This is an optimization exercise on Yosys and OpenROAD, whose aim is small area, a short achievable clock period and few clock cycles per item, not a production implementation.
Only simulation tests tie the RTL to the original design; equivalence was not proved.
Power is estimated from default activity; no workload was simulated.

## constraint.sdc

```tcl
create_clock -name core_clock -period 10.0 [get_ports {clk}]
set_input_delay 2.0000 -clock core_clock [delete_from_list [all_inputs] [get_ports {clk}]]
set_output_delay 2.0000 -clock core_clock [all_outputs]
set_load 0.01 [all_outputs]
```

## run.sh

```bash
#!/bin/bash
# synth_recipe.tcl (not shown) runs the flow's synth.tcl, then flattens the netlist and writes it again
# the make line also repeats each setting of config.mk as NAME=value (left out here)
make -C /OpenROAD-flow-scripts/flow DESIGN_CONFIG=/design/flow/config.mk WORK_HOME=/design/flow/orfs CLKGATE_MAP_FILE= SYNTH_SCRIPT=/design/flow/synth_recipe.tcl finish
```

## design.v

```verilog
package wrps_pkg;
	localparam int DEF_MAX_PEERS   = 64;
	localparam int DEF_WEIGHT_BITS = 16;
	localparam int PEER_IDX_BITS   = 6;
	localparam int IN_WEIGHT_BITS  = 16;
	localparam int FRAC_BITS       = 16;
	localparam int PEER_COUNT_BITS = 7;
	localparam int CFG_INDEX_BITS  = 1;
	localparam int CFG_DATA_BITS   = 7;
	localparam int S_TDATA_BITS    = 40;
	localparam int M_TDATA_BITS    = 8;
	localparam int STATUS_BITS     = 2;
	localparam int ONE_UNIT = 256;
	localparam logic [STATUS_BITS-1:0] STATUS_OK         = 2'd0;
	localparam logic [STATUS_BITS-1:0] STATUS_OWN_RANK   = 2'd1;
	localparam logic [STATUS_BITS-1:0] STATUS_ZERO_TOTAL = 2'd2;
endpackage
module weighted_random_peer_select #(
	parameter int MAX_PEERS   = wrps_pkg::DEF_MAX_PEERS,
	parameter int WEIGHT_BITS = wrps_pkg::DEF_WEIGHT_BITS
) (
	input  logic                                clk,
	input  logic                                arst_n,
	input  logic                                s_tvalid,
	output logic                                s_tready,
	input  logic [wrps_pkg::S_TDATA_BITS-1:0]   s_tdata,
	input  logic [0:0]                          s_tuser,
	output logic                                m_tvalid,
	input  logic                                m_tready,
	output logic [wrps_pkg::M_TDATA_BITS-1:0]   m_tdata,
	output logic [wrps_pkg::STATUS_BITS-1:0]    m_tuser,
	input  logic                                cfg_valid,
	output logic                                cfg_ready,
	input  logic [wrps_pkg::CFG_INDEX_BITS-1:0] cfg_index,
	input  logic [wrps_pkg::CFG_DATA_BITS-1:0]  cfg_data
);
	localparam int CAP = 10;    
	localparam int QD  = 10;    
	logic [6:0]  pc_q;
	logic [5:0]  own_q;
	logic [6:0]  n_use;
	logic [63:0] nmask;
	logic [63:0] own_dec;
	assign cfg_ready = 1'b1;
	always_ff @(posedge clk or negedge arst_n) begin
		if (!arst_n) begin
			pc_q  <= 7'd64;
			own_q <= 6'd0;
		end else if (cfg_valid) begin
			if (cfg_index[0]) own_q <= cfg_data[5:0];
			else              pc_q  <= cfg_data;
		end
	end
	always_comb begin
		if (pc_q == 7'd0)      n_use = 7'd1;
		else if (pc_q > 7'd64) n_use = 7'd64;
		else                   n_use = pc_q;
		for (int i = 0; i < 64; i++) begin
			nmask[i]   = 7'(i) < n_use;
			own_dec[i] = own_q == 6'(i);
		end
	end
	logic       init_q;       
	logic       rc_busy_q;    
	logic [3:0] rc_cnt_q;     
	logic       rc_clr;       
	logic       rc_issue;
	logic       rc_acc;       
	logic [4:0] owed_q;
	logic [4:0] owed_d;
	logic       s_tready_q;
	logic       acc_fire;
	logic       take;
	assign rc_issue = rc_busy_q && !rc_cnt_q[3] && !init_q;
	logic rc_busy_d;
	logic rc_done;
	always_comb begin
		rc_busy_d = rc_busy_q;
		if (cfg_valid)    rc_busy_d = 1'b1;
		else if (rc_done) rc_busy_d = 1'b0;
	end
	always_ff @(posedge clk or negedge arst_n) begin
		if (!arst_n) begin
			init_q    <= 1'b1;
			rc_busy_q <= 1'b1;
			rc_cnt_q  <= 4'd0;
		end else begin
			init_q    <= 1'b0;
			rc_busy_q <= rc_busy_d;
			if (cfg_valid)     rc_cnt_q <= 4'd0;
			else if (rc_issue) rc_cnt_q <= rc_cnt_q + 4'd1;
		end
	end
	assign rc_clr = cfg_valid || init_q;
	assign acc_fire = s_tvalid && s_tready_q;
	assign take     = m_tvalid && m_tready;
	assign owed_d   = owed_q + 5'(acc_fire) - 5'(take);
	always_ff @(posedge clk or negedge arst_n) begin
		if (!arst_n) begin
			owed_q     <= 5'd0;
			s_tready_q <= 1'b0;
		end else begin
			owed_q     <= owed_d;
			s_tready_q <= !rc_busy_d && (owed_d < 5'(CAP));
		end
	end
	assign s_tready = s_tready_q;
	logic [63:0][15:0] w_q;
	logic              wr_en;
	logic [5:0]        wr_k;
	logic [15:0]       wr_d;
	for (genvar i = 0; i < 64; i++) begin : g_w
		always_ff @(posedge clk) begin
			if (init_q || (wr_en && wr_k == 6'(i))) begin
				w_q[i] <= init_q ? 16'(wrps_pkg::ONE_UNIT) : wr_d;
			end
		end
	end
	logic        c0_v, c0_op;
	logic [5:0]  c0_k;
	logic [15:0] c0_w, c0_r;
	always_ff @(posedge clk or negedge arst_n) begin
		if (!arst_n) c0_v <= 1'b0;
		else         c0_v <= acc_fire;
	end
	always_ff @(posedge clk) begin
		c0_op <= s_tuser[0];
		c0_k  <= s_tdata[5:0];
		c0_w  <= s_tdata[21:6];
		c0_r  <= s_tdata[37:22];
	end
	logic        c1_v, c1_op, c1_inr;
	logic [5:0]  c1_k;
	logic [15:0] c1_w, c1_r, c1_eold;
	logic        c2_v, c2_op;
	logic [5:0]  c2_k;
	logic [15:0] c2_w;
	logic        c3_v, c3_op;
	logic [5:0]  c3_k;
	logic [15:0] c3_w;
	logic        c4_v, c4_op;
	logic [5:0]  c4_k;
	logic [15:0] c4_w;
	logic        own_wr_a_q;
	logic        own_wr_g_q;
	logic [15:0] s1_wold;
	logic        c0_upd;
	assign c0_upd = c0_v && !c0_op;
	always_comb begin
		if (c1_v && !c1_op && c1_k == c0_k)      s1_wold = c1_w;
		else if (c2_v && !c2_op && c2_k == c0_k) s1_wold = c2_w;
		else if (c3_v && !c3_op && c3_k == c0_k) s1_wold = c3_w;
		else if (c4_v && !c4_op && c4_k == c0_k) s1_wold = c4_w;
		else                                     s1_wold = w_q[c0_k];
	end
	always_ff @(posedge clk or negedge arst_n) begin
		if (!arst_n) begin
			c1_v       <= 1'b0;
			own_wr_a_q <= 1'b0;
		end else begin
			c1_v <= c0_v;
			if (cfg_valid && cfg_index[0]) own_wr_a_q <= 1'b0;
			else if (c0_upd && c0_k == own_q) own_wr_a_q <= 1'b1;
		end
	end
	always_ff @(posedge clk) begin
		c1_op   <= c0_op;
		c1_k    <= c0_k;
		c1_w    <= c0_w;
		c1_r    <= c0_r;
		c1_eold <= (c0_k == own_q && !own_wr_a_q) ? 16'd0 : s1_wold;
		c1_inr  <= {1'b0, c0_k} < n_use;
	end
	logic [21:0] tot_q;
	logic [16:0] s2_delta;
	logic [37:0] s2_s, s2_c;
	logic        c2_zero;
	logic [16:0] c2_delta;
	logic [37:0] c2_s, c2_c;
	logic [19:0] rc_gs;         
	logic [2:0]  rc_g;
	assign s2_delta = c1_inr ? ({1'b0, c1_w} - {1'b0, c1_eold}) : 17'd0;
	always_ff @(posedge clk) begin
		if (rc_clr)                tot_q <= 22'd0;
		else if (rc_acc)           tot_q <= tot_q + 22'(rc_gs);
		else if (c1_v && !c1_op)   tot_q <= tot_q + {{5{s2_delta[16]}}, s2_delta};
	end
	wrps_booth_csa u_mul (
		.a (tot_q),
		.b (c1_r),
		.s (s2_s),
		.c (s2_c)
	);
	always_ff @(posedge clk or negedge arst_n) begin
		if (!arst_n) c2_v <= 1'b0;
		else         c2_v <= c1_v;
	end
	always_ff @(posedge clk) begin
		c2_op    <= c1_op;
		c2_k     <= c1_k;
		c2_w     <= c1_w;
		c2_delta <= s2_delta;
		c2_s     <= s2_s;
		c2_c     <= s2_c;
		c2_zero  <= tot_q == 22'd0;
	end
	logic [37:0] s3_prod;
	logic [21:0] c3_q;
	logic [16:0] c3_delta;
	logic        c3_zero;
	assign s3_prod = c2_s + c2_c;
	always_ff @(posedge clk or negedge arst_n) begin
		if (!arst_n) c3_v <= 1'b0;
		else         c3_v <= c2_v;
	end
	always_ff @(posedge clk) begin
		c3_op    <= c2_op;
		c3_k     <= c2_k;
		c3_w     <= c2_w;
		c3_delta <= c2_delta;
		c3_q     <= s3_prod[37:16];
		c3_zero  <= c2_zero;
	end
	logic [7:0][21:0] pg_q;
	logic [7:0]       s4_cmp;
	logic [7:0]       s4_h;
	logic [21:0]      s4_prev;
	logic [7:0]       c4_h;
	logic [21:0]      c4_q, c4_prev;
	logic             c4_zero;
	always_comb begin
		for (int g = 0; g < 8; g++) s4_cmp[g] = pg_q[g] > c3_q;
		s4_h    = s4_cmp & ~{s4_cmp[6:0], 1'b0};
		s4_prev = 22'd0;
		for (int g = 1; g < 8; g++) s4_prev = s4_prev | (s4_h[g] ? pg_q[g-1] : 22'd0);
	end
	for (genvar g = 0; g < 8; g++) begin : g_pg
		always_ff @(posedge clk) begin
			if (rc_clr) begin
				pg_q[g] <= 22'd0;
			end else if (rc_acc) begin
				if (3'(g) >= rc_g) pg_q[g] <= pg_q[g] + 22'(rc_gs);
			end else if (c3_v && !c3_op && 3'(g) >= c3_k[5:3]) begin
				pg_q[g] <= pg_q[g] + {{5{c3_delta[16]}}, c3_delta};
			end
		end
	end
	always_ff @(posedge clk or negedge arst_n) begin
		if (!arst_n) c4_v <= 1'b0;
		else         c4_v <= c3_v;
	end
	always_ff @(posedge clk) begin
		c4_op   <= c3_op;
		c4_k    <= c3_k;
		c4_w    <= c3_w;
		c4_h    <= s4_h;
		c4_q    <= c3_q;
		c4_prev <= s4_prev;
		c4_zero <= c3_zero;
	end
	logic [7:0]        s5_gsel;
	logic [63:0]       s5_line;
	logic [7:0][15:0]  s5_e;
	logic [2:0]        s5_g;
	logic              c5_v, c5_op, c5_zero, c5_rc;
	logic [7:0][15:0]  c5_e;
	logic [18:0]       c5_qp;
	logic [2:0]        c5_g;
	assign wr_en = c4_v && !c4_op;
	assign wr_k  = c4_k;
	assign wr_d  = c4_w;
	always_comb begin
		s5_gsel = rc_issue ? (8'd1 << rc_cnt_q[2:0]) : c4_h;
		for (int i = 0; i < 64; i++)
			s5_line[i] = s5_gsel[i / 8] && nmask[i] && !(own_dec[i] && !own_wr_g_q);
		for (int j = 0; j < 8; j++) begin
			s5_e[j] = 16'd0;
			for (int g = 0; g < 8; g++) s5_e[j] = s5_e[j] | (s5_line[8*g+j] ? w_q[8*g+j] : 16'd0);
		end
		s5_g = rc_issue ? rc_cnt_q[2:0] : 3'd0;
		if (!rc_issue) begin
			for (int g = 0; g < 8; g++) if (c4_h[g]) s5_g = s5_g | 3'(g);
		end
	end
	always_ff @(posedge clk or negedge arst_n) begin
		if (!arst_n) begin
			c5_v       <= 1'b0;
			c5_rc      <= 1'b0;
			own_wr_g_q <= 1'b0;
		end else begin
			c5_v  <= c4_v;
			c5_rc <= rc_issue && !cfg_valid;
			if (cfg_valid && cfg_index[0]) own_wr_g_q <= 1'b0;
			else if (wr_en && c4_k == own_q) own_wr_g_q <= 1'b1;
		end
	end
	always_ff @(posedge clk) begin
		c5_op   <= c4_op;
		c5_e    <= s5_e;
		c5_qp   <= 19'(c4_q - c4_prev);
		c5_g    <= s5_g;
		c5_zero <= c4_zero;
	end
	logic [16:0] s6_s01, s6_s23, s6_s45, s6_s67;
	logic        c6_v, c6_op, c6_zero, c6_rc, c6_c0, c6_c1;
	logic [17:0] c6_p2, c6_q0, c6_u2, c6_q1;
	logic [15:0] c6_e4;
	logic [16:0] c6_s45;
	logic [18:0] c6_qp;
	logic [2:0]  c6_g;
	assign s6_s01 = {1'b0, c5_e[0]} + {1'b0, c5_e[1]};
	assign s6_s23 = {1'b0, c5_e[2]} + {1'b0, c5_e[3]};
	assign s6_s45 = {1'b0, c5_e[4]} + {1'b0, c5_e[5]};
	assign s6_s67 = {1'b0, c5_e[6]} + {1'b0, c5_e[7]};
	always_ff @(posedge clk or negedge arst_n) begin
		if (!arst_n) begin
			c6_v  <= 1'b0;
			c6_rc <= 1'b0;
		end else begin
			c6_v  <= c5_v;
			c6_rc <= c5_rc && !cfg_valid;
		end
	end
	always_ff @(posedge clk) begin
		c6_op   <= c5_op;
		c6_zero <= c5_zero;
		c6_g    <= c5_g;
		c6_qp   <= c5_qp;
		c6_c0   <= {3'd0, c5_e[0]} > c5_qp;
		c6_c1   <= {2'd0, s6_s01} > c5_qp;
		c6_p2   <= 18'(s6_s01) + 18'(c5_e[2]);
		c6_q0   <= 18'(s6_s01) + 18'(s6_s23);
		c6_e4   <= c5_e[4];
		c6_s45  <= s6_s45;
		c6_u2   <= 18'(s6_s45) + 18'(c5_e[6]);
		c6_q1   <= 18'(s6_s45) + 18'(s6_s67);
	end
	logic [19:0] s7_a, s7_r;
	logic [6:0]  s7_c;
	logic [2:0]  s7_j;
	logic [5:0]  s7_p;
	logic [7:0]  s7_res;
	logic        c7_v;
	logic [7:0]  c7_res;
	logic        c7_rc;
	logic [19:0] c7_gs;
	logic [2:0]  c7_g;
	always_comb begin
		s7_a = c6_rc ? ~{2'b00, c6_q1} : {1'b0, c6_qp};
		s7_r = s7_a - {2'b00, c6_q0};
		s7_c[0] = c6_c0;
		s7_c[1] = c6_c1;
		s7_c[2] = {1'b0, c6_p2} > c6_qp;
		s7_c[3] = s7_r[19];
		s7_c[4] = {3'd0, c6_e4} > s7_r[18:0];
		s7_c[5] = {2'd0, c6_s45} > s7_r[18:0];
		s7_c[6] = {1'b0, c6_u2} > s7_r[18:0];
		if (s7_c[0])      s7_j = 3'd0;
		else if (s7_c[1]) s7_j = 3'd1;
		else if (s7_c[2]) s7_j = 3'd2;
		else if (s7_c[3]) s7_j = 3'd3;
		else if (s7_c[4]) s7_j = 3'd4;
		else if (s7_c[5]) s7_j = 3'd5;
		else if (s7_c[6]) s7_j = 3'd6;
		else              s7_j = 3'd7;
		s7_p = {c6_g, s7_j};
		if (c6_op == 1'b0)    s7_res = {wrps_pkg::STATUS_OK, 6'd0};
		else if (c6_zero)     s7_res = {wrps_pkg::STATUS_ZERO_TOTAL, 6'd0};
		else if (s7_p == own_q) s7_res = {wrps_pkg::STATUS_OWN_RANK, 6'd0};
		else                  s7_res = {wrps_pkg::STATUS_OK, s7_p};
	end
	always_ff @(posedge clk or negedge arst_n) begin
		if (!arst_n) begin
			c7_v  <= 1'b0;
			c7_rc <= 1'b0;
		end else begin
			c7_v  <= c6_v;
			c7_rc <= c6_rc && !cfg_valid;
		end
	end
	always_ff @(posedge clk) begin
		c7_res <= s7_res;
		c7_gs  <= ~s7_r;
		c7_g   <= c6_g;
	end
	assign rc_acc  = c7_rc;
	assign rc_gs   = c7_gs;
	assign rc_g    = c7_g;
	assign rc_done = c5_rc && c5_g == 3'd7;
	logic [QD-1:0][7:0] q_d;
	logic [3:0]         q_wp, q_rp;
	logic [4:0]         q_n;
	logic               out_v;
	logic [7:0]         out_d;
	logic               out_load;
	logic               q_push, q_pop;
	assign out_load = !out_v || m_tready;
	assign q_pop    = out_load && q_n != 5'd0;
	assign q_push   = c7_v && !(out_load && q_n == 5'd0);
	always_ff @(posedge clk or negedge arst_n) begin
		if (!arst_n) begin
			out_v <= 1'b0;
			q_wp  <= 4'd0;
			q_rp  <= 4'd0;
			q_n   <= 5'd0;
		end else begin
			if (out_load) out_v <= (q_n != 5'd0) || c7_v;
			if (q_push) q_wp <= (q_wp == 4'(QD - 1)) ? 4'd0 : q_wp + 4'd1;
			if (q_pop)  q_rp <= (q_rp == 4'(QD - 1)) ? 4'd0 : q_rp + 4'd1;
			q_n <= q_n + 5'(q_push) - 5'(q_pop);
		end
	end
	always_ff @(posedge clk) begin
		if (out_load) out_d <= (q_n != 5'd0) ? q_d[q_rp] : c7_res;
		if (q_push) q_d[q_wp] <= c7_res;
	end
	assign m_tvalid = out_v;
	assign m_tdata  = {2'b00, out_d[5:0]};
	assign m_tuser  = out_d[7:6];
endmodule
module wrps_booth_csa (
	input  logic [21:0] a,
	input  logic [15:0] b,
	output logic [37:0] s,
	output logic [37:0] c
);
	logic [17:0]      bx;
	logic [8:0]       neg;
	logic [8:0][37:0] row;
	logic [37:0]      l1s0, l1c0, l1s1, l1c1, l1s2, l1c2;
	logic [37:0]      l2s0, l2c0, l2s1, l2c1;
	logic [37:0]      l3s, l3c;
	assign bx = {2'b00, b};
	for (genvar i = 0; i < 9; i++) begin : g_row
		logic        b2, b1, b0, one, two;
		logic [22:0] mag, x;
		logic [37:0] base;
		assign b2  = bx[2*i+1];
		assign b1  = bx[2*i];
		assign one = b1 ^ b0;
		assign two = (b2 & ~b1 & ~b0) | (~b2 & b1 & b0);
		assign neg[i] = b2 & ~(b1 & b0);
		assign mag = one ? {1'b0, a} : (two ? {a, 1'b0} : 23'd0);
		assign x   = mag ^ {23{neg[i]}};
		if (i == 0) begin : g_first
			assign b0   = 1'b0;
			assign base = {12'd0, ~neg[i], neg[i], neg[i], x};
			assign row[i] = base;
		end else begin : g_rest
			assign b0 = bx[2*i-1];
			if (i < 7) begin : g_mid
				assign base = 38'({1'b1, ~neg[i], x}) << (2 * i);
			end else if (i == 7) begin : g_7
				assign base = 38'({~neg[i], x}) << (2 * i);
			end else begin : g_8
				assign base = 38'(x) << (2 * i);
			end
			assign row[i] = base | (38'(neg[i-1]) << (2 * i - 2));
		end
	end
	function automatic logic [75:0] csa(input logic [37:0] x, input logic [37:0] y,
		input logic [37:0] z);
		logic [37:0] maj;
		maj = (x & y) | (x & z) | (y & z);
		csa = {x ^ y ^ z, maj[36:0], 1'b0};
	endfunction
	assign {l1s0, l1c0} = csa(row[0], row[1], row[2]);
	assign {l1s1, l1c1} = csa(row[3], row[4], row[5]);
	assign {l1s2, l1c2} = csa(row[6], row[7], row[8]);
	assign {l2s0, l2c0} = csa(l1s0, l1c0, l1s1);
	assign {l2s1, l2c1} = csa(l1c1, l1s2, l1c2);
	assign {l3s, l3c}   = csa(l2s0, l2c0, l2s1);
	assign {s, c}       = csa(l3s, l3c, l2c1);
endmodule
```

## config.mk

```make
export PLATFORM = sky130hd
export DESIGN_NAME = weighted_random_peer_select
export DESIGN_NICKNAME = weighted_random_peer_select
export VERILOG_FILES = /design/flow/design.v
export SDC_FILE = /design/flow/constraint.sdc
export NUM_CORES = 4
export LEC_CHECK = 0
export CAP_MARGIN = 20
export CORE_MARGIN = 2
export CORE_UTILIZATION = 40
export SLEW_MARGIN = 20
```

==> notes.md <==
-- cell usage in the layout, fill, tap and decap left out, types with 93 or more instances in the layout --
master,instances
a21o_1,202
a21oi_1,429
a221oi_1,99
a222oi_1,99
a22o_1,163
a22oi_1,337
buf_4,217
clkbuf_16,220
dfxtp_1,842
edfxtp_1,1112
fa_1,201
ha_1,704
inv_1,674
mux2i_1,98
mux4_2,352
nand2_1,565
nand3_1,219
nand4_1,93
nor2_1,366
nor3_1,134
o21ai_0,230
xnor2_1,324
xor2_1,175
-- registers in the layout (all words and copies together), names as in the netlist, 19 cells and up --
register  count
tot_q        22
pg_q        176
c3_q         22
w_q        1024
c4_prev      19
c2_c         33
c5_e        128
q_d          80
c4_q         19
c6_qp        19
c2_s         34
c5_qp        19
c7_gs        20
-- logic make-up after synthesis --
kind of cell / count (synthesis)
simple gates: 1773
xor+xnor: 503
buf+inv: 1096
mux: 493
fa+ha+maj: 907
other cells: 2
flops: 2012
compound gates: 2094
-- power breakdown --
group	leakage, nW	switching, mW	internal (mW)	total (mW)
clock network	3.58	3.58	4.88	8.46
logic	24.9	6.17	3.73	9.90
registers	18.8	0.770	9.89	10.7
total	47.3	10.5	18.5	29.0
-- worst min-delay path by stage --
stage             endpoint  cells after the start  slack (ps)         from
6_report          c3_w[15]                      0         280     c2_w[15]
5_1_grt           c3_w[15]                      0         320     c2_w[15]
4_1_cts           c3_w[15]                      0         300     c2_w[15]
3_5_place_dp      c1_r[12]                      0         310     c0_r[12]
3_3_place_gp   c3_delta[5]                      0         310  c2_delta[5]
2_1_floorplan      c1_r[0]                      0         310      c0_r[0]
-- area by class of cell --
type,count,share of cell area (%)
well taps,3533,3.696
repair buffers,285,1.977
flip-flops and latches,2012,43.22
clock inverters,113,1.124
diodes,22,0.04603
clock buffers,292,5.055
inverters,679,2.133
multi-input cells,5774,42.75
-- worst max-delay path: stages (launching register included) --
cell and delay (ps):
dfrtp_1 320, buf_4 340, mux2i_1 240, ha_1 180, inv_1 60, fa_1 460
a211oi_1 380, o21ai_0 270, o21ai_0 160, xor2_1 430, ha_1 350, and3_1 180
nand3_1 130, a21oi_1 50, a2111oi_0 570, a221oi_1 170, nor3_1 270, o21ai_0 120
o2bb2ai_1 130, a31o_1 290, xor2_2 230, a31oi_2 140, and2_1 200
-- metal layers --
metal / vias up / share of wire, % / global-route usage, %
met2: 4987 / 43 / 43.30
met5: - / 0.035 / 0.1600
li1: 33650 / - / -
met1: 39200 / 36 / 34.53
met4: 14 / 9.0 / 21.29
met3: 1328 / 11 / 8.479
-- through the flow --
stage	utilization [%]	hold WS, ps	setup WS (ps)	cell area (um^2)
after global routing	45.22	316.2	3799	119600
after global placement	42.37	310.0	4345	112000
after floorplan	-	309.6	4729	106000
after CTS	45.21	301.1	4246	119500
after detailed placement	42.41	312.1	4277	112100
final	45.24	278.4	4165	119600
==> results.toml <==
[outcome]
status = "finished clean"

[routing]
antenna_left = 0
wirelength_um = 396600
remaining_drc_errors = 0
vias = 79180
post_drt_wl_per_cell_um = 31.21
first_iter_violations = 10920
firstDrtPassIters = 12
viasPerCell = 6.229

[grt]
antenna_found_initial = 30
grt_pass1_vias = 77460
grt_pass1_wl_um = 556100
grt_start_max_net_pins = 95
grt_remaining_overflow = 0
grt_use_total_pct = 28.63

[cells_and_area]
nets = 9929
n_fill_cell = 23990
area_growth_pct = 12.81
multi_input_area_um2 = 51130
fin_cells = 12710
drive_gt1_share_pct = 12.95
ff_latch_area_um2 = 51700

[critical_path]
worst_setup_path_end_kind = "register"
rr_endpoint = "c7_res[2]"
crit_fanout = 21
timing.critical_path.to = "c7_res[2]"
reg2reg_setup_slack_ps = 4170
start_kind = "register"
r2r_cells = 22
required_ps = 10760
crit_start = "c6_rc"
timing.rr.start = "c6_rc"
critPathKind = "register to register"
worstPathArrival_ps = 6590

[sta]
fmax_ghz = 0.1714
setup-violations-final = 0
fin_setup_tns_ps = 0
final_hold_viol_count = 0
slew_viol_final = 0
timing.final.crit_share_pct = 58.35
max_slew.worst_pin.slew_ps = 1213
grt_setup_unrepaired = "no"
slew_headroom_pct = 18.92
clock_skew_ps = 102.8
min_period_ps = 5835

[die]
io_pins = 67
die_area_um2 = 269200
row_count = 189
die_w_um = 518.8
initial_utilization_pct = 40.10
die-height_um = 518.8
core_area_um2 = 264400

[yosys]
yosys.area_share.adder_pct = 12.12
synth-simple-area-share_pct = 7.930
avgSynthCellArea_um2 = 11.94
synthCells = 8880
synth.distinct_cells = 100
synth_area_leaders = "edfxtp_1, dfxtp_1, ha_1"
muxShareOfSynthArea_pct = 8.859
synthTopCellsByCount = "edfxtp_1, dfxtp_1, ha_1, inv_1, nand2_1"
synth.most_common_cell = "edfxtp_1"
ys.flop_type = "edfxtp_1"
synth_edf_count = 1112
async_flop_share_pct = 2.584
synth_compound_area_share_pct = 14.23
seq_area_frac_synth_pct = 48.74
synth_xor_area_share_pct = 4.189
yosysTopAreaCellShare_pct = 31.49
synth_area_um2 = 106000
synth-seq-cells = 2012
yosys.area.top_type = "edfxtp_1"
synth_top_family_by_area = "compound AO/OA/AOI/OAI gates"
yosys_warnings = 2

[power]
p_leak_nw = 47.27
p_total_mw = 29.02
power.density_nw_per_um2 = 242.7
vdd_drop_max_mv = 0.1954

[clocking]
post_cts_resized = 0
root_buffer = "clkbuf_16"
htreeDepth = 4
post-cts-setup-buffer-count = 0
cts_inserted_buffers = 218
cts_tree = "built"
hold_buffers = 0
cts.sinks = 2012
clk_latency_ps = 960
clkTransAtPathRegs_ps = 60
cts.path.max_buffers = 4

[run]
cap_violations = 0

[min_path]
hold_class = "register to register"

[placement]
port_buffers = 61
dp_hpwl_um = 269800
place_congestion = 0.9984
dp.cells = 12280
Testbench counts, summed over its fixed seeds: cycles 3,856, items 3,712.

## separate check: timing with driven ports
Ports are ideal in the flow. The routed layout listed here was re-timed in OpenROAD.
Step 1 sets driving cells, clkbuf_16 on the clock port and buf_2 on the other inputs (assumed; they add their load-dependent delay and slew).
Step 2 adds t to the input delays and takes it off the output delays; t is the mean of the earliest and latest rising clock arrival at the registers after step 1. Input paths then give back, and output paths get back, about the clock's delay inside the block.
Three values: ideal ports, drivers, drivers and shift; two values: the first two.
t, ns: 1.010
slack for setup (ns): 4.165 / 4.165 / 4.165
worst hold slack (ns): 0.278 / 0.278 / 0.278
worst data-port slew with drivers (ns): 0.08
After both steps setup and hold are still met in this run. For this run, drivers alone change the setup slack by 0.000 ns; drivers and shift together by 0.000 ns.
